This design comes from an exercise in tuning for small area and a short achievable clock period on the open sky130 flow, not from production work. No functional check of the RTL was part of any run shown here. No activity file was given, so power comes from the tool's default toggle rates.

--- flow/run.sh ---
#!/bin/bash
# synth_recipe.tcl (not shown) runs the flow's synth.tcl, then flattens the netlist and writes it again
# the make line also repeats each setting of config.mk as NAME=value (left out here)
make -C /OpenROAD-flow-scripts/flow DESIGN_CONFIG=/design/flow/config.mk WORK_HOME=/design/flow/orfs CLKGATE_MAP_FILE= SYNTH_SCRIPT=/design/flow/synth_recipe.tcl finish
--- flow/config.mk ---
export PLATFORM = sky130hd
export DESIGN_NAME = ahb_timer
export DESIGN_NICKNAME = ahb_timer
export VERILOG_FILES = /design/flow/design.v
export SDC_FILE = /design/flow/constraint.sdc
export NUM_CORES = 4
export LEC_CHECK = 0
export ABC_CLOCK_PERIOD_IN_PS = 2500
export CAP_MARGIN = 20
export CORE_MARGIN = 2
export CORE_UTILIZATION = 40
export SETUP_SLACK_MARGIN = 5
export SLEW_MARGIN = 20
--- flow/constraint.sdc ---
create_clock -name core_clock -period 8.0 [get_ports {HCLK}]
set_input_delay 1.6000 -clock core_clock [delete_from_list [all_inputs] [get_ports {HCLK}]]
set_output_delay 1.6000 -clock core_clock [all_outputs]
set_load 0.01 [all_outputs]
--- flow/design.v ---
`timescale 1ns/1ns
package ahb_pkg;
  localparam int HADDR_W = 32;
  localparam int HDATA_W = 32;
  localparam int BE_W    = HDATA_W / 8;
  typedef enum logic [1:0] {
    HTRANS_IDLE   = 2'b00,
    HTRANS_BUSY   = 2'b01,
    HTRANS_NONSEQ = 2'b10,
    HTRANS_SEQ    = 2'b11
  } htrans_t;
  typedef enum logic [2:0] {
    HSIZE_BYTE  = 3'b000,
    HSIZE_HWORD = 3'b001,
    HSIZE_WORD  = 3'b010
  } hsize_t;
  localparam logic HRESP_OKAY = 1'b0;
endpackage
`timescale 1ns/1ns
package timer_pkg;
  localparam logic [31:0] PRESCALE_OFS = 32'h0000_0000;
  localparam logic [31:0] IPENDING_OFS = 32'h0000_0008;
  localparam logic [31:0] IENABLE_OFS  = 32'h0000_000C;
  localparam logic [31:0] TIME_OFS     = 32'h0000_0010;
  localparam logic [31:0] TIME_MSB_OFS = 32'h0000_0014;
  localparam logic [31:0] TIMECMP_OFS  = 32'h0000_0018;
  localparam int TIMECMP_STRIDE = 8;
  localparam int TIME_W     = 64;
  localparam int PRESCALE_W = 32;
  typedef enum logic [2:0] {
    RD_PRESCALE = 3'd0,
    RD_IPENDING = 3'd1,
    RD_IENABLE  = 3'd2,
    RD_TIME_LO  = 3'd3,
    RD_TIME_HI  = 3'd4,
    RD_CMP_LO   = 3'd5,
    RD_CMP_HI   = 3'd6,
    RD_ZERO     = 3'd7
  } rd_sel_t;
endpackage
`timescale 1ns/1ns
module ahb_timer #(
  parameter  int TIMERS      = 3,
  localparam int TIMER_IDX_W = (TIMERS > 1) ? $clog2(TIMERS) : 1
)
(
  input  logic                        HCLK,
  input  logic                        HRESETn,
  input  logic                        HSEL,
  input  logic [ahb_pkg::HADDR_W-1:0] HADDR,
  input  logic [ahb_pkg::HDATA_W-1:0] HWDATA,
  output logic [ahb_pkg::HDATA_W-1:0] HRDATA,
  input  logic                        HWRITE,
  input  logic [2:0]                  HSIZE,
  input  logic [2:0]                  HBURST,
  input  logic [3:0]                  HPROT,
  input  logic [1:0]                  HTRANS,
  output logic                        HREADYOUT,
  input  logic                        HREADY,
  output logic                        HRESP,
  output logic                        tint
);
  localparam int NW = 12;
  assign HREADYOUT = 1'b1;
  assign HRESP     = ahb_pkg::HRESP_OKAY;
  logic          hi_zero;
  logic [3:0]    word;
  logic [NW-1:0] asel;
  logic          wr_xfer;
  logic [3:0]    be;
  assign hi_zero = ~|HADDR[31:6];
  assign word    = HADDR[5:2];
  always_comb
  begin
    for (int k = 0; k < NW; k++)
      asel[k] = (word == 4'(k));
  end
  assign wr_xfer = HSEL && HREADY && HWRITE && HTRANS[1];
  always_comb
  begin
    case (HSIZE)
      3'd0:    be = 4'b0001 << HADDR[1:0];
      3'd1:    be = 4'b0011 << HADDR[1:0];
      default: be = 4'b1111 << HADDR[1:0];
    endcase
  end
  logic          wr_ok;
  logic [3:0]    wr_word;
  logic [3:0]    wr_be;
  logic [NW-1:0] ws;
  always_ff @(posedge HCLK or negedge HRESETn)
  begin
    if (!HRESETn)
      wr_ok <= 1'b0;
    else
      wr_ok <= wr_xfer && hi_zero;
  end
  always_ff @(posedge HCLK)
  begin
    wr_word <= word;
    wr_be   <= be;
  end
  always_comb
  begin
    for (int k = 0; k < NW; k++)
      ws[k] = wr_ok && (wr_word == 4'(k));
  end
  function automatic logic [31:0] merge_be(
    input logic [31:0] old_val,
    input logic [31:0] new_val,
    input logic [3:0]  lanes
  );
    logic [31:0] res;
    for (int n = 0; n < 4; n++)
      res[n*8 +: 8] = lanes[n] ? new_val[n*8 +: 8] : old_val[n*8 +: 8];
    merge_be = res;
  endfunction
  logic [31:0]      prescale;
  logic             prescale_wr;
  logic             enabled;
  logic [2:0]       ienable;
  logic [63:0]      time_val;
  logic [2:0][63:0] cmp_vals;
  logic [31:0]      cnt;
  logic             count_en;
  logic [2:0]       ipending;
  always_ff @(posedge HCLK or negedge HRESETn)
  begin
    if (!HRESETn)
    begin
      prescale    <= '0;
      prescale_wr <= 1'b0;
      enabled     <= 1'b0;
      ienable     <= '0;
    end
    else
    begin
      prescale_wr <= ws[0];
      if (ws[0])
      begin
        prescale <= merge_be(prescale, HWDATA, wr_be);
        enabled  <= 1'b1;
      end
      if (ws[3] && wr_be[0])
        ienable <= HWDATA[2:0];
    end
  end
  always_ff @(posedge HCLK or negedge HRESETn)
  begin
    if (!HRESETn)
      time_val <= '0;
    else if (ws[4] || ws[5])
    begin
      if (ws[4])
        time_val[31:0]  <= merge_be(time_val[31:0], HWDATA, wr_be);
      if (ws[5])
        time_val[63:32] <= merge_be(time_val[63:32], HWDATA, wr_be);
    end
    else if (count_en)
      time_val <= time_val + 1'b1;
  end
  always_ff @(posedge HCLK or negedge HRESETn)
  begin
    if (!HRESETn)
      cmp_vals <= '0;
    else
    begin
      for (int n = 0; n < 3; n++)
      begin
        if (ws[6 + 2*n])
          cmp_vals[n][31:0]  <= merge_be(cmp_vals[n][31:0], HWDATA, wr_be);
        if (ws[7 + 2*n])
          cmp_vals[n][63:32] <= merge_be(cmp_vals[n][63:32], HWDATA, wr_be);
      end
    end
  end
  logic cnt_zero;
  assign cnt_zero = (cnt == '0);
  always_ff @(posedge HCLK or negedge HRESETn)
  begin
    if (!HRESETn)
    begin
      cnt      <= '0;
      count_en <= 1'b0;
    end
    else
    begin
      if (prescale_wr || cnt_zero)
        cnt <= prescale;
      else
        cnt <= cnt - 1'b1;
      count_en <= enabled && cnt_zero;
    end
  end
  logic [2:0] hit;
  always_comb
  begin
    for (int n = 0; n < 3; n++)
      hit[n] = (time_val == cmp_vals[n]) && !ws[6 + 2*n] && !ws[7 + 2*n];
  end
  always_ff @(posedge HCLK or negedge HRESETn)
  begin
    if (!HRESETn)
    begin
      ipending <= '0;
      tint     <= 1'b0;
    end
    else
    begin
      ipending <= enabled ? hit : 3'b000;
      tint     <= |(ipending & ienable);
    end
  end
  logic [NW-1:0][31:0] rwords;
  logic [31:0]         rmux;
  always_comb
  begin
    rwords     = '0;
    rwords[0]  = prescale;
    rwords[2]  = {29'b0, ipending};
    rwords[3]  = {29'b0, ienable};
    rwords[4]  = time_val[31:0];
    rwords[5]  = time_val[63:32];
    rwords[6]  = cmp_vals[0][31:0];
    rwords[7]  = cmp_vals[0][63:32];
    rwords[8]  = cmp_vals[1][31:0];
    rwords[9]  = cmp_vals[1][63:32];
    rwords[10] = cmp_vals[2][31:0];
    rwords[11] = cmp_vals[2][63:32];
    rmux = '0;
    for (int k = 0; k < NW; k++)
      rmux = rmux | (rwords[k] & {32{asel[k]}});
  end
  always_ff @(posedge HCLK)
  begin
    HRDATA <= rmux & {32{hi_zero}};
  end
endmodule
==> impl.org, run 1 <==
** Run status
- Outcome :: complete, no violations

** Clocking
- At the later pin of the worst-skew pair, clock insertion delay measures 590 ps.
- Cts bufs inserted :: 43
- CTS Hold Bufs :: 0
- The clock drives 371 sinks.
- TritonCTS built the clock tree.
- Root Driver :: sky130_fd_sc_hd__clkbuf_16
- Clock buffer depth :: 3
- Clk slew on worst S/H paths :: 60 ps
- In this run the number of H-tree levels came out at 2.

** Die
- Floorplan die width :: approximately 230 um
- Core Footprint :: 48700 um^2
- The die covers 51100 um^2.
- Die extent in y :: about 230 um
- Row cnt :: 81
- Effective utilization at floorplan :: between 40% and 50%
- Number of ports placed on the die boundary :: 116

** Synthesis
- Number of distinct library cells after synthesis :: 73
- The synthesized design contains ~370 register bits.
- By area the synthesized netlist is led by sky130_fd_sc_hd__dfrtp_1 (42%), sky130_fd_sc_hd__mux2_2 (13%), sky130_fd_sc_hd__xnor2_1 (4.8%).
- The share of synthesized area in the top cell type comes to 42.0%.
- Top cell type by total area after synthesis :: sky130_fd_sc_hd__dfrtp_1
- Syn_nets :: 2001
- After technology mapping, the gate count stands at 1918.
- For this run, the number of Yosys warnings is 1.
- Post-synth EDFFs :: 0
- Most frequent cell after synthesis :: sky130_fd_sc_hd__dfrtp_1
- After synthesis, the most frequently instantiated cells are sky130_fd_sc_hd__dfrtp_1 (331), sky130_fd_sc_hd__mux2_2 (226), sky130_fd_sc_hd__nand2_1 (130).
- Predominant post-synthesis flop cell :: sky130_fd_sc_hd__dfrtp_1
- After synthesis, the mean cell area works out to 10.3 um^2.
- Summing every instance area after synthesis gives 19700 um^2.
- After synthesis, flip-flops and latches occupy 46.1% of the total area.
- Fraction of registers with async set/reset :: 89.2%

** Place
- Count of buffers inserted at the top-level ports :: 105
- In this run, placement finished with an instance count of 2552.
- Placer Congestion :: 1.03
- Once detailed placement completed, the half-perimeter wirelength came to 65400 um.

** Worst setup path
- STA puts the critical path data required time at 8430 ps.
- By startpoint and endpoint, the worst setup path is classified as flop to flop.
- Worst-path maximum fanout :: 6
- Data arrival time of the worst path :: 3470 ps
- STA classifies the critical path endpoint as a flop.
- Worst setup SP type :: flop

** Drt
- Total length of routed wires :: 92800 um
- Remaining antenna violation count after routing :: 0
- In the routed design, unresolved DRC markers number 0.
- Drt first-iter violations :: 2598
- Routed length per placed instance :: between 30 and 40 um
- For this run, the detailed router's first-pass iteration total came to 7.
- Post-detailed-route via-to-cell ratio :: 6.62
- For this block, the via count after detailed routing is around 18000.

** STA
- Final hold viol count :: 0
- Setup repair after global routing could not meet its margin everywhere.
- The max-slew violation total from the final report is 0.
- Fin crit period :: 3040 ps
- Measured slew at the worst slew-check pin :: 1220 ps
- Setup violations remaining at the end of the flow were counted as 0.
- Fmax :: 329 MHz
- After routing, the total negative slack on setup checks comes to 0 ps.
- Final setup skew :: 24.5 ps
- Rel. slew slack :: 18.2%
- Ratio of final minimum period to clock period :: 38.0%

** Flow run
- The tool flagged a number of max-cap violations equal to 0.

** Power
- Maximum resistive drop on vdd :: around 0.16 mV
- Power density normalized to cell area :: 192 nW/um^2
- Pint :: 3.33 mW
- The analysis attributes to net switching a power of 1.18 mW.
- Of the total power, the clock network draws 45.4%.
- Combinational cells account for 8.4% of the total power.
- Summed over all cells, the static leakage comes to 8.99 nW.
- Net switching is a little over a quarter of the power.
- The share of total power dissipated in sequential elements is 46.2%.
- Power comes to 4.50 mW.

** Finish
- Once layout is complete, the cells apart from fillers number 2676.
- Area overhead of the layout relative to synthesis :: 19.2%
- In the final layout, the share of cells above drive strength 1 is 22.8%.
- Final Net Count :: 2059
- Reg area :: 9110 um^2
- After filler insertion, the fill cell instance count of the layout stands at 4521.
- In the final layout, the multi-input gates occupy between 10000 and 15000 um^2.

** Min path
- The min-delay analysis places its worst path in the category flop to flop.

** GRT
- Routing usage on met3 :: about 8.8%
- The global routing stage identified its most utilized layer as met2.
- For met1 alone, demand over resource in global routing was 45.7%.
- Global routing consumed, on the met2 layer, between 50% and 60% of the routing resources.
- Entering global routing, the biggest net connects between 100 and 150 pins.
- Gr usage total :: 35.6%
- Initial antenna violation count :: 3
- The first global-routing pass estimated 128000 um of wire.
- Summed over all layers, the global routing overflow is 0.
- The number of global-route vias before repair was 16800.
-- sequential cells by signal, indices dropped and copies added (netlist names) --
signal       flops
time_val        64
HRDATA          32
ipending         3
wr_word          4
cmp_vals       192
prescale        32
wr_be            4
prescale_wr      1
tint             1
count_en         1
enabled          1
cnt             32
wr_ok            1
ienable          3
-- per-layer routing --
layer	vias to the layer above	part of all wire [%]
met1	9050	38
met2	1117	45
li1	7295	-
met3	249	11
met4	0	6.1
met5	-	0
-- cells by family after synthesis --
family          share of synthesized area [%]
compound gates                           16.8
xor+xnor                                 7.20
fa+ha+maj                               0.127
buf+inv                                  4.34
flops                                    46.1
mux                                      13.1
other cells                            0.0381
simple gates                             12.4
-- layout by cell type, fill, tap and decap left out, drive strengths merged, types with 60 or more instances in the layout --
cell type	synthesis	final
dfrtp	331	331
mux2	226	226
nand2	130	130
xnor2	109	109
nor2	90	90
a21oi	78	78
clkbuf	118	67
o21ai	64	64
buf	42	64
inv	56	60
-- stage by stage --
stage	instance area [um^2]	util, %	setup slack (ps)	hold WS (ps)
2_1_floorplan	19700	-	5000	452
3_3_place_gp	21200	43.5	3860	497
3_5_place_dp	21200	43.5	3850	506
4_1_cts	23000	47.1	4750	510
5_1_grt	23500	48.2	4960	551
6_report	23500	48.2	4960	518
-- power by group through the flow --
| stage | sequential (mW) | combinational, mW | clock [mW] |
|---|---|---|---|
| after floorplan | 2.06 | 0.191 | 0 |
| after CTS | 2.08 | 0.362 | 2.07 |
| after global placement | 2.10 | 0.346 | 0 |
| final | 2.08 | 0.378 | 2.04 |
| after detailed placement | 2.11 | 0.352 | 0 |
| after global routing | 2.09 | 0.402 | 2.14 |
-- final timing paths --
path / cells after the start / endpoint / from / slack [ps]
worst max-delay path: 6 / ipending[1] / time_val[2] / 4960
worst min-delay path: 2 / cnt[20] / prescale[20] / 520
worst max register to register: 6 / ipending[1] / time_val[2] / 4960
worst min register to register: 2 / cnt[20] / prescale[20] / 520
max in group asynchronous: 2 / time_val[61] / HRESETn / 5640
min in group asynchronous: 1 / time_val[2] / HRESETn / 990
-- area by class of cell --
type | count | share of cell area [%]
Inverter | 56 | 0.895
Clock inverter | 20 | 1.06
Clock buffer | 60 | 5.02
Multi-Input combinational cell | 1332 | 43.3
Tap cell | 664 | 3.54
Sequential cell | 371 | 38.8
Timing Repair Buffer | 172 | 7.36
Antenna cell | 1 | 0.0107
-- what timing repair did --
item	CTS	global route
cloned	1	6
setup buffers	9	27
pin swaps	5	11
resized for setup	103	60
endpoints found under the hold margin	0	0
endpoints found under the setup margin	142	116
-- worst max-delay path, stage by stage, from the launching register on --
cell and delay (ps):
sky130_fd_sc_hd__dfrtp_2 470, sky130_fd_sc_hd__buf_4 170, sky130_fd_sc_hd__xnor2_1 680, sky130_fd_sc_hd__nand4_1 340
sky130_fd_sc_hd__nor4_2 560, sky130_fd_sc_hd__nand4_1 190, sky130_fd_sc_hd__nor4_2 480
==> inputs of run 2 (changes only) <==
--- a/flow/config.mk
+++ b/flow/config.mk
@@ -5,9 +5,7 @@
 export SDC_FILE = /design/flow/constraint.sdc
 export NUM_CORES = 4
 export LEC_CHECK = 0
-export ABC_CLOCK_PERIOD_IN_PS = 2500
 export CAP_MARGIN = 20
 export CORE_MARGIN = 2
 export CORE_UTILIZATION = 40
-export SETUP_SLACK_MARGIN = 5
 export SLEW_MARGIN = 20
==> impl.org, run 2 <==
** Power
- The internal power summed over all cells was 3.36 mW (+0.98%).
- The clock group share of total power came to 45.8% (+0.4 points).
- The largest vdd supply drop came to 0.192 mV (+20%).
- Sw Pwr :: 1.13 mW (-3.8%)
- The relative contribution of combinational cells to total power came to 7.9% (-0.5 points).
- The leakage power was 8.44 nW (-6.1%).
- The switching power as a share of total power is 25.2% (-0.93 points).
- The proportion of power drawn by flip-flops and latches was 46.3% (about the same).
- Overall power :: 4.49 mW (-0.28%)
- The total power density per cell area came to 198 nW/um^2 (+3.3%).

** Worst setup path
- The register-to-register path setup slack was 3710 ps (-1240 ps).
- Longest individual stage delay on the worst path :: 900 ps (+220 ps)
- The required time at the endpoint of the critical path is 8430 ps (about the same).
- Worst reg2reg startpoint :: cnt[0]
- First element of the critical path :: cnt[0]
- CP Buf/Inv Count :: 2 (+1)
- The worst register-to-register path ends at cnt[17].
- Traced cell by cell, the critical path runs through inv_1 > ha_1 > nor3b_1 > nand3_1 > or4_1 > o31ai_4 > buf_4 > o21ai_0.
- The critical path depth in cells is 8 (+2).
- The worst setup path is launched from a flop.
- Critical path endpoint category :: flop
- The biggest fanout along the worst timing path is 36 (+30).
- In this design, the largest share of critical-path delay is due to simple AND/OR/NAND/NOR gates.
- The slowest stage of the critical path belongs to the cell sky130_fd_sc_hd__or4_1.
- Start-to-end type of the worst setup path :: flop to flop
- The number of cell instances on the worst register-to-register path is 8 (+2).
- The arrival time at the worst endpoint came to 4720 ps (+1250 ps).

** Finish
- Flip-flop count of the largest register after layout :: 192 (unchanged)
- More flip-flops sit in one register than any other, and that register is cmp_vals.
- Layout Utilization :: 46.5% (-1.7 points)
- The top cell types in the final layout, fill and taps aside, are sky130_fd_sc_hd__dfrtp_1 (331), sky130_fd_sc_hd__mux2_2 (226), sky130_fd_sc_hd__nand2_1 (130).
- Top Registers :: cmp_vals: 192 flops, time_val: 64 flops
- From synthesis to final layout, the design area changed by 15.0%.
- The count of fill cells added during filler insertion is 4631 (+2.4%).
- Fraction of layout cells with a size suffix above 1 :: 17.7% (-5.1 points)
- Most common cell after layout, fill and taps aside :: sky130_fd_sc_hd__dfrtp_1
- The final antenna diode count is 0 (-1).
- Final Net Count :: 2015 (-2.1%)
- Final Non-Filler Cells :: 2629 (-1.8%)

** Die
- Core Footprint :: 48700 um^2 (unchanged)
- Die extent in y :: 226 um (unchanged)
- The number of ports placed on the die boundary was 116 (unchanged).
- The starting density of the core came to 40.4% (unchanged).
- Area of the die :: 51100 um^2 (unchanged)
- The die extent in x is 226 um (unchanged).
- The number of cell rows is 81 (unchanged).

** Min path
- Hold endpoint :: cnt[15]
- Worst hold path cell count :: 2 (unchanged)
- Worst min-delay path startpoint :: prescale[15]
- In this run the worst hold path is classified as flop to flop.

** STA
- Fmax :: 233 MHz (-29%)
- Final hold viol count :: 0 (unchanged)
- Rel. slew slack :: 21.2% (+3.0 points)
- Fin crit period :: 4290 ps (+1240 ps)
- The setup TNS came to 0 ps (unchanged).
- Ratio of final minimum period to clock period :: 53.6% (+16 points)
- The max-slew violation total from the final report came to 0 (unchanged).
- The maximum clock skew at final layout is 27.5 ps (+3.05 ps).
- Setup repair after global routing left no endpoint under its margin.
- Worst hold slack after final layout :: 513 ps (-5.44 ps)
- Measured slew at the worst slew-check pin :: 1180 ps (-34.2 ps)
- The final-report setup violation count is 0 (unchanged).

** Clocking
- The insertion delay to the later sink of the worst-skew pair came to 590 ps (about the same).
- The clock slew seen by the registers of the worst setup and hold paths came to 60 ps (about the same).
- Clock Sinks :: 371 (unchanged)
- The number of buffers created by CTS is 43 (unchanged).
- TritonCTS built the clock tree.
- Number of buffers added for setup after CTS :: 0 (-9)
- The tree is rooted in a sky130_fd_sc_hd__clkbuf_16.
- Resized Gates After CTS :: 0 (-100%)
- Level count of the clock H-tree :: 2 (unchanged)
- CTS Hold Bufs :: 0 (unchanged)
- Clock buffer depth :: 3 (unchanged)

** Synthesis
- The distinct cell type count of the synthesized netlist was 73 (unchanged).
- Register area share after synthesis :: 46.1% (unchanged)
- Fraction of registers with async set/reset :: 89.2% (unchanged)
- sky130_fd_sc_hd__dfrtp_1 is the most common cell in the netlist.
- Most numerous cell types in the synthesized netlist :: sky130_fd_sc_hd__dfrtp_1 (331), sky130_fd_sc_hd__mux2_2 (226), sky130_fd_sc_hd__nand2_1 (130)
- Mean instance size in the synthesized netlist :: 10.3 um^2 (unchanged)
- Top cell type by total area after synthesis :: sky130_fd_sc_hd__dfrtp_1
- The number of enable flip-flop cells after synthesis is 0 (unchanged).
- Post-synthesis register bit count :: 371 (unchanged)
- Predominant post-synthesis flop cell :: sky130_fd_sc_hd__dfrtp_1
- The number of standard cells after synthesis was 1918 (unchanged).
- YS warnings :: 1 (unchanged)
- Ranked by total cell area, the synthesized netlist is headed by sky130_fd_sc_hd__dfrtp_1 (42%), sky130_fd_sc_hd__mux2_2 (13%), sky130_fd_sc_hd__xnor2_1 (4.8%).
- The area share of the leading cell type in the synthesized netlist came to 42.0% (unchanged).
- Netlist area before placement :: 19700 um^2 (unchanged)
- The number of nets in the synthesized netlist was 2001 (unchanged).

** Drt
- The total vias in the final route is 17200 (-2.7%).
- The per-cell via count in the routed design was 6.56 (-0.94%).
- Drt first-iter violations :: 2184 (-16%)
- The routed wire length per instance is 34.1 um (-1.6%).
- The total length of routed wires came to 89700 um (-3.3%).
- The residual DRC count came to 0 (unchanged).
- The number of nets with antenna violations after detailed routing is 0 (unchanged).
- The number of optimization iterations in the first detailed-route pass was 8 (+1).

** Place
- Count of buffers inserted at the top-level ports :: 105 (unchanged)
- The weighted congestion at the end of routability-driven global placement is 1.03 (-0.12%).
- Total placed cells including tap cells :: 2551 (-0.039%)
- The detailed placement HPWL was 65200 um (-0.39%).

** Flow run
- Max_cap viols :: 0 (unchanged)

** GRT
- Via count of the first global-routing pass :: 16600 (-1.3%)
- First-pass GRT wire length :: 126000 um (-1.1%)
- The total routing usage reported by global routing is 35.4% (-0.24 points).
- The maximum number of pins on one net before global-route repair is 135 (+12%).
- The number of antenna violations at the first check in global routing is 5 (+2).
- Grt ovf :: 0 (unchanged)

** Run status
- The run finished with no timing, DRC or antenna violations.
## run 2: per-stage QoR
| step | cell area, um^2 | worst slack [ps] |
|---|---|---|
| 4_1_cts | 22700 | 3760 |
| 5_1_grt | 22700 | 3400 |
| 6_report | 22700 | 3710 |
| 3_5_place_dp | 21200 | 3780 |
| 3_3_place_gp | 21200 | 3770 |
| 2_1_floorplan | 19700 | 4890 |
## run 2: how the worst max path moves through the flow
stage,to
after floorplan,HRDATA[25]
after global placement,HRDATA[25]
after detailed placement,HRDATA[25]
after CTS,cnt[13]
after global routing,cnt[22]
final,cnt[17]
## run 2: area by class of cell
| type | count | area, um^2 | share of cell area, % |
|---|---|---|---|
| clock buffers | 65 | 1290 | 5.70 |
| inverters | 56 | 210 | 0.928 |
| clock inverters | 13 | 169 | 0.745 |
| repair buffers | 129 | 1250 | 5.51 |
| multi-input cells | 1331 | 9820 | 43.4 |
| flip-flops and latches | 371 | 9080 | 40.1 |
| well taps | 664 | 831 | 3.67 |
## run 2: cell families after synthesis
logic type                 count (synthesis)  share of synthesized area [%]
adders and majority gates                  2                          0.127
other                                      2                         0.0381
muxes                                    229                           13.1
buffers and inverters                    216                           4.34
DFF                                      371                           46.1
AOI/OAI and AO/OA                        460                           16.8
xor gates and xnor gates                 162                           7.20
and+or+nand+nor                          476                           12.4
## run 2: power by group through the flow
stage	logic [mW]	clock network (mW)	registers, mW
6_report	0.353	2.06	2.08
5_1_grt	0.379	2.16	2.09
4_1_cts	0.350	2.08	2.08
3_5_place_dp	0.347	0	2.11
3_3_place_gp	0.343	0	2.10
2_1_floorplan	0.190	0	2.06
## run 2: tightest hold or removal path, cell delays in order (launching register included)
cell                      delay [ps]
sky130_fd_sc_hd__dfrtp_1         370
sky130_fd_sc_hd__nand2_1          50
sky130_fd_sc_hd__o21ai_0          60
## run 2: routing by layer
| metal | part of all wire, % | GRT usage, % |
|---|---|---|
| met1 | 39 | 46.0 |
| met2 | 44 | 54.6 |
| met3 | 9.8 | 8.39 |
| met4 | 6.4 | 18.9 |
| met5 | 0.064 | 0 |
==> inputs of run 3 (changes only) <==
--- a/flow/config.mk
+++ b/flow/config.mk
@@ -7,5 +7,8 @@
 export LEC_CHECK = 0
 export CAP_MARGIN = 20
 export CORE_MARGIN = 2
-export CORE_UTILIZATION = 40
+export CORE_UTILIZATION = 50
+export CTS_BUF_LIST = sky130_fd_sc_hd__clkbuf_4
+export CTS_CLUSTER_SIZE = 30
+export SETUP_SLACK_MARGIN = 5
 export SLEW_MARGIN = 20
==> impl.org, run 3 <==
** Synthesis
- Fraction of registers with async set/reset :: 89.2% (unchanged)
- Dominant combinational cell family by area after synthesis :: compound AO/OA/AOI/OAI gates
- Netlist area before placement :: 19700 um^2 (unchanged)
- Post-Syn Instances :: 1918 (unchanged)
- Post-synthesis register bit count :: 371 (unchanged)
- Most numerous cell types in the synthesized netlist :: sky130_fd_sc_hd__dfrtp_1 (331), sky130_fd_sc_hd__mux2_2 (226), sky130_fd_sc_hd__nand2_1 (130)
- The count of warnings emitted by yosys is 1 (unchanged).
- The mux contribution to synthesized area is 13.1% (unchanged).
- The compound-gate portion of the synthesized area is 16.8% (unchanged).
- Post-synth EDFFs :: 0 (unchanged)
- Synth top area share :: 42.0% (unchanged)
- Post-Synth Adder-Cell Area :: 0.127% (unchanged)
- The most common cell in the synthesized netlist is sky130_fd_sc_hd__dfrtp_1.
- Synthesized-area fraction occupied by and/or/nand/nor cells :: 12.4% (unchanged)
- Mean instance size in the synthesized netlist :: 10.3 um^2 (unchanged)
- Register area share after synthesis :: 46.1% (unchanged)
- The number of nets in the synthesized netlist is 2001 (unchanged).
- Number of distinct library cells after synthesis :: 73 (unchanged)
- Sorting the synthesized cells by area gives the leading types as sky130_fd_sc_hd__dfrtp_1 (42%), sky130_fd_sc_hd__mux2_2 (13%), sky130_fd_sc_hd__xnor2_1 (4.8%).
- Xor-xnor portion of the synthesized cell area :: 7.20% (unchanged)
- Predominant post-synthesis flop cell :: sky130_fd_sc_hd__dfrtp_1
- The synthesized design spends more area on one cell type than any other, namely sky130_fd_sc_hd__dfrtp_1.

** Run status
- The flow ran to the end and the layout has no timing, DRC or antenna violations.

** Finish
- The largest registers in the layout are cmp_vals: 192 flops, time_val: 64 flops.
- From synthesis to final layout, the design area changed by 15.6%.
- Highest-count cells in the layout ignoring fill and taps :: sky130_fd_sc_hd__dfrtp_1 (313), sky130_fd_sc_hd__mux2_2 (226), sky130_fd_sc_hd__clkbuf_4 (164)
- The final net count came to 2105 (+4.5%).
- The number of flip-flops under the largest register name was 192 (unchanged).
- Register with the highest flop count :: cmp_vals
- The proportion of layout cells with a drive suffix above 1 was 26.4% (+8.7 points).
- Most common cell after layout, fill and taps aside :: sky130_fd_sc_hd__dfrtp_1

** Drt
- Total length of routed wires :: 86300 um (-3.9%)
- The post-route met1 wirelength was 32600 um (-7.8%).
- Drt pass-1 iters :: 9 (+1)
- The detailed router's first-iteration violation count came to 2503 (+15%).
- Met3 wire length :: 10700 um (+23%)
- Remaining antenna violation count after routing :: 0 (unchanged)
- The met2 wirelength from detailed routing came to 37200 um (-6.7%).
- Routed vias :: 18000 (+4.5%)
- Routed length per placed instance :: 32.8 um (-3.9%)
- Signal routing reaches up to met5.
- The residual DRC count came to 0 (unchanged).
- Post-detailed-route via-to-cell ratio :: 6.85 (+4.5%)

** STA
- The worst-case headroom to the max-slew limit is 24.3% (+3.1 points).
- Final hold viol count :: 0 (unchanged)
- The maximum clock skew at final layout is 58.2 ps (+30.6 ps).
- Measured slew at the worst slew-check pin :: 1130 ps (-55.2 ps)
- Setup repair after global routing could not meet its margin everywhere.
- Fin Setup TNS :: 0 ps (unchanged)
- The final critical delay including setup and external delays is 3010 ps (-1280 ps).
- Fmax :: 333 MHz (+43%)
- Number of pins with negative max-slew slack in the final report :: 0 (unchanged)
- Final setup viols :: 0 (unchanged)
- Ratio of final minimum period to clock period :: 37.6% (-16 points)

** Power
- Maximum resistive drop on vdd :: 0.139 mV (-28%)
- Pint :: 3.14 mW (-6.6%)
- The switching power as a share of total power came to 27.3% (+2.1 points).
- Leakage power :: 8.85 nW (+4.8%)
- The proportion of power drawn by flip-flops and latches was 48.2% (+1.9 points).
- The relative contribution of combinational cells to total power was 8.4% (+0.5 points).
- The net switching power of the design came to 1.18 mW (+4.2%).
- The total power density per cell area was 190 nW/um^2 (-4.3%).
- Overall power :: 4.32 mW (-3.9%)
- The clock group share of total power came to 43.4% (-2.4 points).

** Worst setup path
- Worst-path maximum fanout :: 10 (-72%)
- Critical path endpoint category :: flop
- The arrival time at the worst endpoint is 3670 ps (-1050 ps).
- Data required, critical path :: 8660 ps (+230 ps)
- By startpoint and endpoint, the worst setup path is classified as flop to flop.
- Worst setup SP type :: flop

** Die
- Core Footprint :: 38700 um^2 (-21%)
- The die area was 41000 um^2 (-20%).
- Effective utilization at floorplan :: 50.9% (+10 points)
- Row cnt :: 72 (-11%)
- The number of ports placed on the die boundary is 116 (unchanged).
- Floorplan die width :: 203 um (-10%)
- The die height came to 203 um (-10%).

** Clocking
- The number of sinks handled by clock tree synthesis was 371 (unchanged).
- Clock buffer depth :: 3 (unchanged)
- The number of buffers created by CTS came to 99 (+130%).
- CTS tree :: built
- Clock tree synthesis selected as its root buffer the cell sky130_fd_sc_hd__clkbuf_4.
- Level count of the clock H-tree :: 3 (+1)
- Clk slew on worst S/H paths :: 80 ps (+20 ps)
- Worst-skew pair later-pin latency :: 880 ps (+290 ps)

** GRT
- Via count of the first global-routing pass :: 17000 (+2.9%)
- The total routing usage reported by global routing is 41.6% (+6.3 points).
- The first-pass GRT wire length came to 122000 um (-3.2%).
- Pin count of the biggest net entering global routing :: 139 (+3.0%)
- The sum of overflow across all layers after global routing is 0 (unchanged).
- The number of antenna violations at the first check in global routing is 7 (+2).

** Place
- The detailed placement HPWL came to 61700 um (-5.4%).
- Placer Congestion :: 1.05 (+1.7%)
- Count of buffers inserted at the top-level ports :: 105 (unchanged)

** Flow run
- The total of max-cap violations is 0 (unchanged).

** Min path
- The tightest min-delay check is of the flop to flop type.
run 3: cell counts after synthesis:
Identical to the previous run, type by type.
run 3: cell type report:
cell class | count | area [um^2]
Tap cell | 518 | 648
Multi-Input combinational cell | 1331 | 9920
Antenna cell | 5 | 12.5
Sequential cell | 371 | 9110
Inverter | 56 | 210
Clock inverter | 22 | 166
Clock buffer | 163 | 1220
Fill cell | 3425 | 16000
Timing Repair Buffer | 163 | 1470
run 3: final timing paths:
kind	slack, ps	end	from	cells past startpoint
worst max register to register	4990	ipending[1]	time_val[39]	5
worst min register to register	540	cnt[0]	cnt[0]	1
worst max-delay path	4990	ipending[1]	time_val[39]	5
min in group asynchronous	690	prescale[0]	HRESETn	1
max in group asynchronous	5860	time_val[22]	HRESETn	2
worst min-delay path	540	cnt[0]	cnt[0]	1
run 3: logic make-up (layout without fill, tap and decap cells):
logic type | count (synthesis) | count (layout)
AOI/OAI and AO/OA | 460 | 460
muxes | 229 | 229
adders and majority gates | 2 | 2
buffers and inverters | 216 | 404
and+or+nand+nor | 476 | 476
other | 2 | 7
DFF | 371 | 371
xor gates and xnor gates | 162 | 162
run 3: what timing repair did:
action | in CTS | in global routing
endpoints found under the setup margin | 112 | 76
endpoints found under the hold margin | 0 | 0
pin swaps | 1 | 6
gates resized for setup | 161 | 30
hold buffers | 0 | 0
setup buffers | 1 | 29
gates cloned | 1 | 2
run 3: metrics by stage:
stage                     hold slack, ps  worst slack (ps)  instance area (um^2)  utilization, %  instances
final                                537              4990                 22800            58.8       2629
after global routing                 568              4970                 22800            58.8       2628
after global placement               509              4020                 21000            54.2       2406
after detailed placement             515              4010                 21000            54.2       2406
after floorplan                      452              5000                 19700               -       1918
after CTS                            528              4930                 22500            58.0       2593
run 3: power groups by stage:
| stage | Sequential [mW] | Combinational [mW] | Clock [mW] |
|---|---|---|---|
| 6_report | 2.08 | 0.364 | 1.87 |
| 5_1_grt | 2.09 | 0.388 | 1.98 |
| 4_1_cts | 2.08 | 0.347 | 1.89 |
| 3_5_place_dp | 2.11 | 0.343 | 0 |
| 3_3_place_gp | 2.11 | 0.336 | 0 |
| 2_1_floorplan | 2.06 | 0.191 | 0 |
run 3: worst max-delay path, stage by stage, from the launching register on:
cell and delay [ps]:
sky130_fd_sc_hd__dfrtp_1 600, sky130_fd_sc_hd__xnor2_1 640, sky130_fd_sc_hd__nand4_1 160, sky130_fd_sc_hd__nor4_1 610, sky130_fd_sc_hd__nand4_1 230, sky130_fd_sc_hd__nor4_2 530
run 3: layer usage:
| layer | global-route usage, % | vias up |
|---|---|---|
| met2 | 63.9 | 1322 |
| met5 | 0 | - |
| met1 | 54.1 | 8918 |
| met4 | 20.8 | 2 |
| met3 | 12.0 | 316 |
| li1 | - | 7461 |
==> inputs of run 4 (changes only) <==
--- a/flow/config.mk
+++ b/flow/config.mk
@@ -7,8 +7,7 @@
 export LEC_CHECK = 0
 export CAP_MARGIN = 20
 export CORE_MARGIN = 2
-export CORE_UTILIZATION = 50
-export CTS_BUF_LIST = sky130_fd_sc_hd__clkbuf_4
-export CTS_CLUSTER_SIZE = 30
+export CORE_UTILIZATION = 60
+export CTS_BUF_LIST = sky130_fd_sc_hd__clkbuf_8
 export SETUP_SLACK_MARGIN = 5
 export SLEW_MARGIN = 20
==> impl.org, run 4 <==
** Finish
- Top Registers :: cmp_vals: 192 flops, time_val: 64 flops
- Fraction of layout cells with a size suffix above 1 :: 23.0% (-3.3 points)
- In the layout the commonest cells are sky130_fd_sc_hd__dfrtp_1 (315), sky130_fd_sc_hd__mux2_2 (226), sky130_fd_sc_hd__nand2_1 (124).
- The area used by sequential logic in the layout is 9100 um^2 (about the same).
- Area overhead of the layout relative to synthesis :: 15.9%
- The number of flip-flops under the largest register name was 192 (unchanged).
- Multi-input logic area :: 10100 um^2 (+1.7%)
- Most common cell after layout, fill and taps aside :: sky130_fd_sc_hd__dfrtp_1
- The count of fill cells added during filler insertion was 2415 (-29%).
- The final non-filler cell area came to 22800 um^2 (+0.27%).
- The final non-filler cell total was 2479 (-5.7%).
- The final net count is 2065 (-1.9%).
- Register with the highest flop count :: cmp_vals

** Clocking
- Clock buffer depth :: 3 (unchanged)
- CTS Hold Bufs :: 0 (unchanged)
- CTS tree :: built
- The root buffer cell chosen for the clock tree is sky130_fd_sc_hd__clkbuf_8.
- The number of levels the H-tree was split into was 2 (-1).
- The clock slew seen by the registers of the worst setup and hold paths is 60 ps (-20 ps).
- Worst-skew pair later-pin latency :: 670 ps (-210 ps)
- The number of buffers created by CTS came to 60 (-39%).
- Clock Sinks :: 371 (unchanged)

** Drt
- The total length of routed wires came to 83800 um (-2.8%).
- Post-detailed-route via-to-cell ratio :: 7.37 (+7.6%)
- Number of remaining DRC errors :: 0 (unchanged)
- The total vias in the final route is 18300 (+1.4%).
- The detailed router's first-iteration violation count is 2999 (+20%).
- Drt pass-1 iters :: 10 (+1)
- Remaining antenna violation count after routing :: 0 (unchanged)
- Routed length per placed instance :: 33.8 um (+3.0%)

** STA
- Final hold viol count :: 0 (unchanged)
- Final setup viols :: 0 (unchanged)
- Fin crit period :: 3050 ps (+48.4 ps)
- Final setup skew :: 43.7 ps (-14.5 ps)
- Ratio of final minimum period to clock period :: 38.2% (+0.61 points)
- The worst-case setup margin in the final layout is 4950 ps (-48.4 ps).
- Number of pins with negative max-slew slack in the final report :: 0 (unchanged)
- Fmax :: 327 MHz (-1.6%)
- Worst hold slack after final layout :: 531 ps (-6.89 ps)
- The transition time at the pin with the least slew margin was 1090 ps (-37.9 ps).
- Setup repair after global routing could not meet its margin everywhere.
- Rel. slew slack :: 26.9% (+2.5 points)
- The setup TNS is 0 ps (unchanged).

** Worst setup path
- Data required, critical path :: 8520 ps (-140 ps)
- STA classifies the critical path endpoint as a flop.
- Longest individual stage delay on the worst path :: 790 ps (+150 ps)
- Setup slack of the worst register-to-register path :: 4950 ps (-50 ps)
- The worst setup path is launched from a flop.
- Data arrival time of the worst path :: 3580 ps (-90 ps)
- The most numerous cell type found on the critical path is sky130_fd_sc_hd__buf_4.
- Start-to-end type of the worst setup path :: flop to flop
- Worst path slowest cell :: sky130_fd_sc_hd__buf_4
- Walking the worst path, the cells encountered are nand4bb_4 > buf_4 > buf_4 > nand2_1 > o22ai_1 > o2bb2a_1.
- Cell class contributing the biggest share of worst-path delay :: buffers and inverters
- The biggest fanout along the worst timing path came to 89 (+79).
- The buffers plus inverters on the worst setup path was 2 (+2).

** Synthesis
- The post-synth design cell area came to 19700 um^2 (unchanged).
- YS warnings :: 1 (unchanged)
- The adder-cell share of the synthesized area is 0.127% (unchanged).
- Dominant combinational cell family by area after synthesis :: compound AO/OA/AOI/OAI gates
- sky130_fd_sc_hd__dfrtp_1 is the most common cell in the netlist.
- After synthesis, the most frequently instantiated cells are sky130_fd_sc_hd__dfrtp_1 (331), sky130_fd_sc_hd__mux2_2 (226), sky130_fd_sc_hd__nand2_1 (130).
- Synth top area share :: 42.0% (unchanged)
- Main area contributors after synthesis :: sky130_fd_sc_hd__dfrtp_1 (42%), sky130_fd_sc_hd__mux2_2 (13%), sky130_fd_sc_hd__xnor2_1 (4.8%)
- The compound-gate portion of the synthesized area was 16.8% (unchanged).
- Number of distinct library cells after synthesis :: 73 (unchanged)
- Register area share after synthesis :: 46.1% (unchanged)
- Post-synth EDFFs :: 0 (unchanged)
- The number of standard cells after synthesis was 1918 (unchanged).
- The number of synthesized register bits is 371 (unchanged).
- The simple-gate area share of the yosys netlist came to 12.4% (unchanged).
- The mux contribution to synthesized area is 13.1% (unchanged).
- Fraction of registers with async set/reset :: 89.2% (unchanged)
- Summed over all instances, the cell type with the most area after synthesis is sky130_fd_sc_hd__dfrtp_1.
- Mean instance size in the synthesized netlist :: 10.3 um^2 (unchanged)
- Syn_nets :: 2001 (unchanged)
- The post-synthesis xor/xnor area fraction is 7.20% (unchanged).
- Predominant post-synthesis flop cell :: sky130_fd_sc_hd__dfrtp_1

** Flow run
- Max_cap viols :: 0 (unchanged)

** Place
- Total placed cells including tap cells :: 2328 (-3.2%)
- The number of I/O port buffers was 105 (unchanged).
- The detailed placement HPWL came to 59000 um (-4.3%).
- The weighted congestion at the end of routability-driven global placement came to 1.11 (+6.0%).
- Area post-placement :: 20900 um^2 (-0.52%)
- Worst slack after detailed placement :: 3530 ps (-484 ps)

** Power
- The leakage power is 8.89 nW (+0.40%).
- The largest vdd supply drop came to 0.212 mV (+53%).
- Pint :: 3.08 mW (-2.0%)
- Sw Pwr :: 1.14 mW (-3.2%)
- The switching power as a share of total power came to 27.1% (-0.26 points).
- The clock group share of total power is 42.0% (-1.4 points).
- Sequential Power Share :: 49.5% (+1.3 points)
- Power density normalized to cell area :: 185 nW/um^2 (-2.6%)
- The relative contribution of combinational cells to total power is 8.6% (+0.2 points).

** Die
- Row cnt :: 66 (-8.3%)
- Die extent in y :: 185 um (-8.5%)
- Area of the die :: 34300 um^2 (-16%)
- Core Footprint :: 32500 um^2 (-16%)
- The starting density of the core came to 60.7% (+9.8 points).
- Floorplan die width :: 185 um (-8.5%)
- The number of ports placed on the die boundary came to 116 (unchanged).

** GRT
- Pin count of the biggest net entering global routing :: 147 (+5.8%)
- Grt ovf :: 0 (unchanged)
- The number of antenna violations at the first check in global routing came to 3 (-4).
- Via count of the first global-routing pass :: 17100 (+0.56%)
- First-pass GRT wire length :: 118000 um (-3.4%)
- Gr usage total :: 48.7% (+7.1 points)

** Min path
- Hold crit path type :: flop to flop

** Run status
- The flow ran to the end and the layout has no timing, DRC or antenna violations.
==> run 4: final timing paths <==
kind                                    from            to  cells after the start
worst max register to register    wr_word[1]  time_val[16]                      6
min in group asynchronous            HRESETn    ienable[2]                      1
worst min register to register  prescale[17]       cnt[17]                      2
max in group asynchronous            HRESETn  time_val[17]                      2
worst min-delay path            prescale[17]       cnt[17]                      2
worst max-delay path              wr_word[1]  time_val[16]                      6
==> run 4: final cells by class <==
| cell class | count | share of cell area, % |
|---|---|---|
| Tap cell | 442 | 2.42 |
| Antenna cell | 3 | 0.0329 |
| Clock inverter | 38 | 1.07 |
| Timing Repair Buffer | 161 | 6.90 |
| Multi-Input combinational cell | 1332 | 44.2 |
| Sequential cell | 371 | 39.9 |
| Inverter | 56 | 0.921 |
| Clock buffer | 76 | 4.58 |
==> run 4: logic make-up (layout without fill, tap and decap cells) <==
group           count (synthesis)  in the layout
flops                         371            371
fa+ha+maj                       2              2
simple gates                  476            476
mux                           229            229
compound gates                460            461
xor+xnor                      162            162
other cells                     2              5
buf+inv                       216            331
==> run 4: worst reg2reg max path: stages (launching register included) <==
cell,delay [ps]
sky130_fd_sc_hd__dfxtp_1,710
sky130_fd_sc_hd__nand4bb_4,250
sky130_fd_sc_hd__buf_4,390
sky130_fd_sc_hd__buf_4,810
sky130_fd_sc_hd__nand2_1,310
sky130_fd_sc_hd__o22ai_1,190
sky130_fd_sc_hd__o2bb2a_1,250
==> run 4: through the flow <==
| stage | power, mW | utilization (%) |
|---|---|---|
| after floorplan | 2.25 | - |
| after global placement | 2.43 | 64.4 |
| after detailed placement | 2.45 | 64.4 |
| after CTS | 4.18 | 69.1 |
| after global routing | 4.33 | 70.3 |
| final | 4.22 | 70.4 |
==> run 4: per-layer routing <==
| layer | vias up | global-route usage [%] | part of all wire (%) |
|---|---|---|---|
| li1 | 7330 | - | - |
| met1 | 8802 | 60.5 | 35 |
| met2 | 1677 | 69.8 | 41 |
| met3 | 464 | 17.9 | 15 |
| met4 | 2 | 35.4 | 9.7 |
| met5 | - | 0 | 0.041 |
==> run 4: what timing repair did <==
item / in CTS / in global routing
pin swaps: 5 / 4
cloned: 1 / 3
setup buffers: 10 / 19
gates resized for setup: 84 / 56
setup endpoints to repair: 118 / 64
==> run 4: power groups by stage <==
| stage | registers [mW] | clock network [mW] | logic [mW] |
|---|---|---|---|
| 2_1_floorplan | 2.06 | 0 | 0.191 |
| 3_3_place_gp | 2.10 | 0 | 0.327 |
| 3_5_place_dp | 2.11 | 0 | 0.337 |
| 4_1_cts | 2.08 | 1.76 | 0.343 |
| 5_1_grt | 2.09 | 1.85 | 0.384 |
| 6_report | 2.09 | 1.77 | 0.361 |
==> inputs of run 5 (changes only) <==
--- a/flow/design.v
+++ b/flow/design.v
@@ -176,21 +176,19 @@
   end
   logic cnt_zero;
   assign cnt_zero = (cnt == '0);
-  always_ff @(posedge HCLK or negedge HRESETn)
-  begin
-    if (!HRESETn)
-    begin
-      cnt      <= '0;
+  always_ff @(posedge HCLK)
+  begin
+    if (prescale_wr || cnt_zero || !enabled)
+      cnt <= prescale;
+    else
+      cnt <= cnt - 1'b1;
+  end
+  always_ff @(posedge HCLK or negedge HRESETn)
+  begin
+    if (!HRESETn)
       count_en <= 1'b0;
-    end
-    else
-    begin
-      if (prescale_wr || cnt_zero)
-        cnt <= prescale;
-      else
-        cnt <= cnt - 1'b1;
+    else
       count_en <= enabled && cnt_zero;
-    end
   end
   logic [2:0] hit;
   always_comb
--- a/flow/config.mk
+++ b/flow/config.mk
@@ -7,7 +7,8 @@
 export LEC_CHECK = 0
 export CAP_MARGIN = 20
 export CORE_MARGIN = 2
-export CORE_UTILIZATION = 60
-export CTS_BUF_LIST = sky130_fd_sc_hd__clkbuf_8
+export CORE_UTILIZATION = 50
+export CTS_BUF_LIST = sky130_fd_sc_hd__clkbuf_4
+export CTS_CLUSTER_SIZE = 30
 export SETUP_SLACK_MARGIN = 5
 export SLEW_MARGIN = 20
==> impl.org, run 5 <==
** Run status
- The flow ran to the end and the layout has no timing, DRC or antenna violations.

** Power
- The largest vdd supply drop was 0.150 mV (-29%).
- Pint :: 2.98 mW (-3.3%)
- Power density normalized to cell area :: 180 nW/um^2 (-2.7%)
- The switching power as a share of total power was 27.6% (+0.48 points).
- Leakage power :: 9.01 nW (+1.4%)
- The net switching power of the design was 1.13 mW (-0.88%).
- The final total power is 4.11 mW (-2.6%).
- Clock share of power :: 42.8% (+0.8 points)
- Fraction of power consumed by combinational cells :: 7.7% (-0.9 points)
- The proportion of power drawn by flip-flops and latches came to 49.5% (about the same).

** Finish
- Area overhead of the layout relative to synthesis :: 13.9%
- Layout Utilization :: 57.6% (-13 points)
- The proportion of layout cells with a drive suffix above 1 is 24.9% (+1.9 points).
- Most common cell after layout, fill and taps aside :: sky130_fd_sc_hd__dfrtp_1
- The count of fill cells added during filler insertion was 3568 (+48%).
- cmp_vals holds more flip-flops than any other register.
- The number of flip-flops under the largest register name was 192 (unchanged).
- The final non-filler cell area is 22800 um^2 (about the same).
- The largest registers in the layout are cmp_vals: 192 flops, time_val: 64 flops.
- Final Net Count :: 2148 (+4.0%)
- In the layout the commonest cells are sky130_fd_sc_hd__dfrtp_1 (293), sky130_fd_sc_hd__mux2_2 (223), sky130_fd_sc_hd__clkbuf_4 (161).

** Drt
- The met2 wirelength from detailed routing is 39200 um (+15%).
- The post-route met1 wirelength was 34800 um (+19%).
- The total length of routed wires is 91400 um (+9.0%).
- Drt first-iter violations :: 2853 (-4.9%)
- Routed vias :: 18600 (+1.7%)
- Routed length per placed instance :: 34.1 um (+0.84%)
- After detailed routing, no signal wire sits above met5.
- Drt pass-1 iters :: 9 (-1)
- Remaining antenna violation count after routing :: 0 (unchanged)
- Met3 wire length :: 11000 um (-10%)
- Number of remaining DRC errors :: 0 (unchanged)
- Post-detailed-route via-to-cell ratio :: 6.93 (-5.9%)

** Clocking
- Clock Sinks :: 371 (unchanged)
- The root buffer cell chosen for the clock tree is sky130_fd_sc_hd__clkbuf_4.
- The deepest clock path buffer count is 3 (unchanged).
- Worst-skew pair later-pin latency :: 920 ps (+250 ps)
- The hold buffer count at cts is 0 (unchanged).
- The clock slew seen by the registers of the worst setup and hold paths is 70 ps (about the same).
- Level count of the clock H-tree :: 3 (+1)
- TritonCTS built the clock tree.
- Cts bufs inserted :: 99 (+65%)

** STA
- Final setup viols :: 0 (unchanged)
- Fin Setup TNS :: 0 ps (unchanged)
- The worst-case headroom to the max-slew limit was 7.06% (-20 points).
- Measured slew at the worst slew-check pin :: 1380 ps (+293 ps)
- Final setup skew :: 54.1 ps (+10.4 ps)
- Ratio of final minimum period to clock period :: 40.2% (+2.0 points)
- Fmax :: 311 MHz (-5.1%)
- Setup slack of the critical path after layout :: 4780 ps (-163 ps)
- The final critical delay including setup and external delays was 3220 ps (+163 ps).
- Setup repair after global routing could not meet its margin everywhere.
- The max-slew violation total from the final report came to 0 (unchanged).
- Final hold viol count :: 0 (unchanged)

** GRT
- The sum of overflow across all layers after global routing came to 0 (unchanged).
- The first-pass GRT wire length was 130000 um (+9.9%).
- Gr usage total :: 44.2% (-4.6 points)
- The number of antenna violations at the first check in global routing came to 6 (+3).
- The number of global-route vias before repair is 17700 (+3.4%).
- Pin count of the biggest net entering global routing :: 120 (-18%)

** Synthesis
- Post-Syn Instances :: 1976 (+3.0%)
- Main area contributors after synthesis :: sky130_fd_sc_hd__dfrtp_1 (37%), sky130_fd_sc_hd__mux2_2 (13%), sky130_fd_sc_hd__dfxtp_1 (7.2%)
- The average instance area after synthesis was 10.1 um^2 (-1.2%).
- Fraction of registers with async set/reset :: 80.6% (-8.6 points)
- Netlist area before placement :: 20000 um^2 (+1.8%)
- The number of enable flip-flop cells after synthesis was 0 (unchanged).
- For this run, the leading register cell type out of synthesis is sky130_fd_sc_hd__dfrtp_1.
- Post-synthesis register bit count :: 371 (unchanged)
- The most common cell in the synthesized netlist is sky130_fd_sc_hd__dfrtp_1.
- Most numerous cell types in the synthesized netlist :: sky130_fd_sc_hd__dfrtp_1 (299), sky130_fd_sc_hd__mux2_2 (223), sky130_fd_sc_hd__nor2_1 (118)
- Syn_nets :: 2060 (+2.9%)
- Number of distinct library cells after synthesis :: 82 (+12%)
- The area share of the leading cell type in the synthesized netlist came to 37.3% (-4.7 points).
- The largest total area in the synthesized netlist belongs to sky130_fd_sc_hd__dfrtp_1.
- The count of warnings emitted by yosys was 1 (unchanged).
- Register area share after synthesis :: 44.5% (-1.6 points)

** Min path
- Hold crit path type :: flop to flop

** Place
- Count of buffers inserted at the top-level ports :: 105 (unchanged)
- Placer Congestion :: 1.07 (-3.6%)
- Placed wire-length estimate :: 66600 um (+13%)
- The placement-stage worst setup slack is 3070 ps (-456 ps).
- Area post-placement :: 21300 um^2 (+2.1%)

** Worst setup path
- Critical path endpoint category :: flop
- STA classifies the critical path startpoint as a flop.
- The slowest stage of the critical path is the sky130_fd_sc_hd__nor4_1 cell.
- The biggest fanout along the worst timing path was 13 (-85%).
- Walking the worst path, the cells encountered are xnor2_1 > nand4_1 > nor4_1 > nand4_1 > nor4_1.
- The required time at the endpoint of the critical path came to 8730 ps (+210 ps).
- The delay of the slowest cell on the worst path was 720 ps (-70 ps).
- Data arrival time of the worst path :: 3940 ps (+360 ps)
- The setup path with the least slack is of type flop to flop.

** Flow run
- The total of max-cap violations was 0 (unchanged).

** Die
- The die area is 41700 um^2 (+22%).
- Core Footprint :: 39600 um^2 (+22%)
- Row cnt :: 73 (+11%)
- Number of ports placed on the die boundary :: 116 (unchanged)
- Floorplan die width :: 204 um (+10%)
- The die height came to 204 um (+10%).
- The starting density of the core came to 50.6% (-10 points).
## run 5: changes by cell type after synthesis, sizes merged, moves of 26 or more
cell,before,now
xor2,53,89
o21ai,64,31
dfrtp,331,299
dfxtp,40,72
nand2,130,100
nor3,26,56
xnor2,109,80
buf,42,70
nor2,90,118
clkbuf,118,92
## run 5: area by class of cell
cell class | count | area [um^2] | share of cell area, %
sequential | 371 | 8940 | 39.1
multi-input combinational | 1383 | 10400 | 45.6
clock inverter | 25 | 101 | 0.444
timing repair buffer | 149 | 1270 | 5.57
tap | 525 | 657 | 2.88
clock buffer | 161 | 1210 | 5.29
antenna | 6 | 15.0 | 0.0657
inverter | 60 | 225 | 0.986
## run 5: metal layers
metal | global-route usage (%) | up-vias
met5 | 0.119 | -
met2 | 65.1 | 1345
met3 | 14.1 | 304
li1 | - | 7649
met1 | 56.6 | 9280
met4 | 26.6 | 4
## run 5: worst paths after layout
check                             start           end  slack, ps  depth (start not counted)
min in group asynchronous       HRESETn  cmp_vals[66]        730                          1
max                        time_val[30]   ipending[1]       4780                          5
max in group asynchronous       HRESETn  cmp_vals[87]       5570                          2
min                             cnt[11]       cnt[11]        510                          2
min reg2reg                     cnt[11]       cnt[11]        510                          2
max reg2reg                time_val[30]   ipending[1]       4780                          5
## run 5: repair_timing
action,CTS,global route
setup buffers,20,0
pin swaps,9,0
cloned,0,0
endpoints found under the setup margin,104,43
gates resized for setup,170,13
## run 5: cell families (layout without fill, tap and decap cells)
family / after synthesis / after routing / synth area share (%)
AOI/OAI and AO/OA: 433 / 433 / 15.7
xor gates and xnor gates: 169 / 169 / 7.38
adders and majority gates: 3 / 3 / 0.187
buffers and inverters: 222 / 395 / 4.64
DFF: 371 / 371 / 44.5
muxes: 229 / 229 / 12.8
other: 2 / 8 / 0.0375
and+or+nand+nor: 547 / 547 / 14.7
## run 5: through the flow
step,hold WS (ps),instances
after floorplan,451,1976
after CTS,496,2674
after global placement,482,2468
final,513,2680
after global routing,557,2678
after detailed placement,485,2468
## run 5: worst max-delay path: cells and delay by family (launching register included)
family                    cells  cell delay [ps]
xor gates and xnor gates      1              630
DFF                           1              650
and+or+nand+nor               4             1740
## run 5: power by group through the flow
stage,clock [mW],combinational (mW),sequential (mW)
finish,1.76,0.317,2.03
global route,1.89,0.333,2.03
CTS,1.77,0.309,2.03
detailed placement,0,0.304,2.06
global placement,0,0.301,2.06
floorplan,0,0.157,2.02
==> inputs of run 6 (changes only) <==
==> flow/flow/run.sh (new file) <==
#!/bin/bash
# Standard layout, but with a plain buffer on every port instead of the
# delay cell that buffer_ports picks on its own
set -euo pipefail
export BUFFER_PORTS_ARGS="-buffer_cell sky130_fd_sc_hd__buf_2"
bash standard.sh > standard.log 2>&1
==> flow/standard.sh (new file) <==
#!/bin/bash
# synth_recipe.tcl (not shown) runs the flow's synth.tcl, then flattens the netlist and writes it again
# the make line also repeats each setting of config.mk as NAME=value (left out here)
make -C /OpenROAD-flow-scripts/flow DESIGN_CONFIG=/design/flow/config.mk WORK_HOME=/design/flow/orfs CLKGATE_MAP_FILE= SYNTH_SCRIPT=/design/flow/synth_recipe.tcl "${@:-finish}"
removed: flow/run.sh
==> impl.org, run 6 <==
** Die
- Area of the die :: 41700 um^2 (unchanged)
- The core footprint is 39600 um^2 (unchanged).
- Row cnt :: 73 (unchanged)
- The die extent in x is 204 um (unchanged).
- Effective utilization at floorplan :: 50.6% (unchanged)
- The number of ports placed on the die boundary is 116 (unchanged).
- The die height was 204 um (unchanged).

** Clocking
- Clock Sinks :: 371 (unchanged)
- Cts bufs inserted :: 101 (+2.0%)
- CTS tree :: built
- CTS Hold Bufs :: 0 (unchanged)
- Clock buffer depth :: 3 (unchanged)
- The number of levels the H-tree was split into is 3 (unchanged).
- The clock slew seen by the registers of the worst setup and hold paths came to 60 ps (about the same).
- The insertion delay to the later sink of the worst-skew pair is 910 ps (about the same).
- The root buffer cell chosen for the clock tree is sky130_fd_sc_hd__clkbuf_4.

** Worst setup path
- The buffers plus inverters on the worst setup path was 1 (+1).
- Cell class contributing the biggest share of worst-path delay :: flip-flops
- Cell Chain, Critical Path :: buf_2
- In this run the critical register-to-register path is launched from time_val[39].
- The required time at the endpoint of the critical path is 6400 ps (-2330 ps).
- Setup slack of the worst register-to-register path :: 5020 ps (+230 ps)
- The biggest fanout along the worst timing path was 1 (-12).
- The endpoint identified for the worst register-to-register timing path is time_val[59].
- Start-to-end type of the worst setup path :: flop to primary output
- Data arrival time of the worst path :: 1380 ps (-2560 ps)
- Critical path endpoint category :: primary output
- Worst path slowest cell :: sky130_fd_sc_hd__dfrtp_1
- Worst setup SP type :: flop
- The number of cell instances on the worst register-to-register path was 5 (unchanged).
- The delay of the slowest cell on the worst path came to 350 ps (-370 ps).

** Power
- Power density normalized to cell area :: 182 nW/um^2 (+1.5%)
- The leakage power is 8.96 nW (-0.54%).
- Maximum resistive drop on vdd :: 0.159 mV (+5.8%)
- The final total power came to 4.09 mW (-0.46%).

** STA
- Setup slack of the critical path after layout :: 5020 ps (+235 ps)
- Final setup viols :: 0 (unchanged)
- Number of pins with negative max-slew slack in the final report :: 0 (unchanged)
- Final setup skew :: 51.1 ps (-2.98 ps)
- Fmax :: 335 MHz (+7.9%)
- Unrepaired setup endpoints after global routing :: true
- The final critical delay including setup and external delays was 2980 ps (-235 ps).
- The worst-case headroom to the max-slew limit was 26.9% (+20 points).
- Ratio of final minimum period to clock period :: 37.3% (-2.9 points)
- The transition time at the pin with the least slew margin was 1090 ps (-295 ps).
- Fin Setup TNS :: 0 ps (unchanged)
- The hold violation total from the final report came to 0 (unchanged).

** GRT
- First-pass GRT wire length :: 130000 um (+0.14%)
- Initial antenna violation count :: 6 (unchanged)
- Gr usage total :: 44.3% (+0.17 points)
- Grt ovf :: 0 (unchanged)
- The maximum number of pins on one net before global-route repair was 136 (+13%).
- The number of global-route vias before repair is 17600 (-0.38%).

** Synthesis
- Register area share after synthesis :: 44.5% (unchanged)
- Fraction of registers with async set/reset :: 80.6% (unchanged)
- Netlist area before placement :: 20000 um^2 (unchanged)
- Sorting the synthesized cells by area gives the leading types as sky130_fd_sc_hd__dfrtp_1 (37%), sky130_fd_sc_hd__mux2_2 (13%), sky130_fd_sc_hd__dfxtp_1 (7.2%).
- Post-synth EDFFs :: 0 (unchanged)
- The average instance area after synthesis is 10.1 um^2 (unchanged).
- Summed over all instances, the cell type with the most area after synthesis is sky130_fd_sc_hd__dfrtp_1.
- The area share of the leading cell type in the synthesized netlist came to 37.3% (unchanged).
- YS warnings :: 1 (unchanged)
- The number of nets in the synthesized netlist came to 2060 (unchanged).
- The commonest cells after synthesis are sky130_fd_sc_hd__dfrtp_1 (299), sky130_fd_sc_hd__mux2_2 (223), sky130_fd_sc_hd__nor2_1 (118).
- In the synthesized netlist the dominant register cell turns out to be sky130_fd_sc_hd__dfrtp_1.
- The distinct cell type count of the synthesized netlist was 82 (unchanged).
- Post-Syn Instances :: 1976 (unchanged)
- The number of synthesized register bits is 371 (unchanged).
- By instance count, the leading cell after synthesis is sky130_fd_sc_hd__dfrtp_1.

** Min path
- Worst min-delay path startpoint :: cnt[11]
- Hold crit path type :: flop to flop
- The path with the worst hold slack has its endpoint at cnt[11].
- Worst hold path cell count :: 2 (unchanged)

** Finish
- The largest registers in the layout are cmp_vals: 192 flops, time_val: 64 flops.
- The number of flip-flops under the largest register name was 192 (unchanged).
- The library cell used most frequently in the layout, excluding fill and tap cells, is sky130_fd_sc_hd__dfrtp_1.
- Highest-count cells in the layout ignoring fill and taps :: sky130_fd_sc_hd__dfrtp_1 (292), sky130_fd_sc_hd__mux2_2 (223), sky130_fd_sc_hd__clkbuf_4 (157)
- Fraction of layout cells with a size suffix above 1 :: 27.6% (+2.7 points)
- The final net count came to 2143 (-0.23%).
- The area growth from synthesis to layout is 11.8%.
- Register with the highest flop count :: cmp_vals

** Flow run
- The total of max-cap violations came to 0 (unchanged).

** Drt
- Number of remaining DRC errors :: 0 (unchanged)
- The number of nets with antenna violations after detailed routing was 0 (unchanged).
- Drt pass-1 iters :: 6 (-3)
- Drt first-iter violations :: 2424 (-15%)
- Total length of routed wires :: 92100 um (+0.84%)
- The per-cell via count in the routed design was 6.90 (-0.41%).
- The routed wire length per instance came to 34.4 um (+0.87%).
- Routed vias :: 18500 (-0.45%)

** Run status
- The flow ran to the end and the layout has no timing, DRC or antenna violations.

** Place
- Worst slack after detailed placement :: 4190 ps (+1110 ps)
- The number of I/O port buffers was 105 (unchanged).
- Placer Congestion :: 1.02 (-5.0%)
- Placed wire-length estimate :: 66700 um (+0.25%)
-- run 6: cell count changes in the layout (fill, tap and decap cells not counted), sizes merged --
cell           previous run  this run
buf                      78       142
clkbuf                  162       157
clkdlybuf4s15             2         0
clkdlybuf4s50            67         0
clkinv                   20        32
clkinvlp                  1         2
diode                     6         7
dlygate4sd2               1         0
inv                      64        60
-- run 6: how the worst max path moves through the flow --
| stage | from | end | slack, ps | depth (start not counted) |
|---|---|---|---|---|
| final | tint | tint | 5020 | 1 |
| after global routing | wr_word[1] | time_val[36] | 4990 | 5 |
| after global placement | HADDR[3] | HRDATA[9] | 4240 | 6 |
| after floorplan | HADDR[4] | HRDATA[24] | 5000 | 6 |
| after detailed placement | HADDR[3] | HRDATA[9] | 4190 | 6 |
| after CTS | wr_word[0] | cmp_vals[108] | 4990 | 5 |
-- run 6: cell type report --
type                    count  area, um^2
fillers                  3593       17200
well taps                 525         657
flip-flops and latches    371        8940
clock inverters            34         145
inverters                  60         225
multi-input cells        1383       10400
diodes                      7        17.5
repair buffers            142         836
clock buffers             157        1180
-- run 6: what timing repair did --
item	CTS	global route
setup buffers	7	3
gates resized for setup	18	16
hold endpoints to repair	0	0
pin swaps	2	1
setup endpoints to repair	47	42
-- run 6: through the flow --
| stage | instances | util, % | hold WS (ps) | instance area (um^2) |
|---|---|---|---|---|
| after floorplan | 1976 | - | 451 | 20100 |
| after global placement | 2470 | 52.6 | 476 | 20800 |
| after detailed placement | 2471 | 52.6 | 488 | 20800 |
| after CTS | 2669 | 56.3 | 497 | 22300 |
| after global routing | 2675 | 56.5 | 530 | 22400 |
| final | 2679 | 56.5 | 508 | 22400 |
-- run 6: where the power goes --
part / switching [mW] / internal [mW]
Clock: 0.865 / 0.895
Combinational: 0.185 / 0.113
Sequential: 0.0948 / 1.94
Total: 1.14 / 2.94
-- run 6: kinds of logic (layout without fill, tap and decap cells) --
kind of cell               Yosys count  after routing  synth area share [%]
other                                2              9                0.0375
buffers and inverters              222            393                  4.64
xor gates and xnor gates           169            169                  7.38
muxes                              229            229                  12.8
AOI/OAI and AO/OA                  433            433                  15.7
DFF                                371            371                  44.5
adders and majority gates            3              3                 0.187
and+or+nand+nor                    547            547                  14.7
-- run 6: layer usage --
metal / global-route usage [%] / wire length (um)
met1: 58.2 / 36000
met2: 65.7 / 39900
met3: 11.2 / 9660
met4: 27.4 / 6530
met5: 0 / 27

-- re-timing with driven ports --
Ports are ideal in the flow. The routed layouts listed here were re-timed in OpenROAD.
Step 1, drivers: a clkbuf_16 drives HCLK and a buf_2 each remaining input, both assumed.
Step 2 adds t to the input delays and takes it off the output delays; t is the mean of the earliest and latest rising clock arrival at the registers after step 1. Input paths then give back, and output paths get back, about the clock's delay inside the block.
Three values: ideal, step 1, step 2; two values: the first two.
run	shift t [ns]	setup slack, ns	cell pins on the clock port's net
run 1	0.639	4.958 / 4.958 / 4.414	1
run 2	0.631	3.714 / 3.714 / 3.714	1
run 3	0.905	4.994 / 4.989 / 4.236	1
run 4	0.703	4.946 / 4.946 / 4.334	1
run 5	0.948	4.783 / 4.783 / 4.073	1
run 6	0.940	5.017 / 4.966 / 4.154	1
After both steps setup and hold are still met in every run listed. For run 6, which loses most, drivers alone change the setup slack by -0.051 ns; drivers and shift together by -0.863 ns.
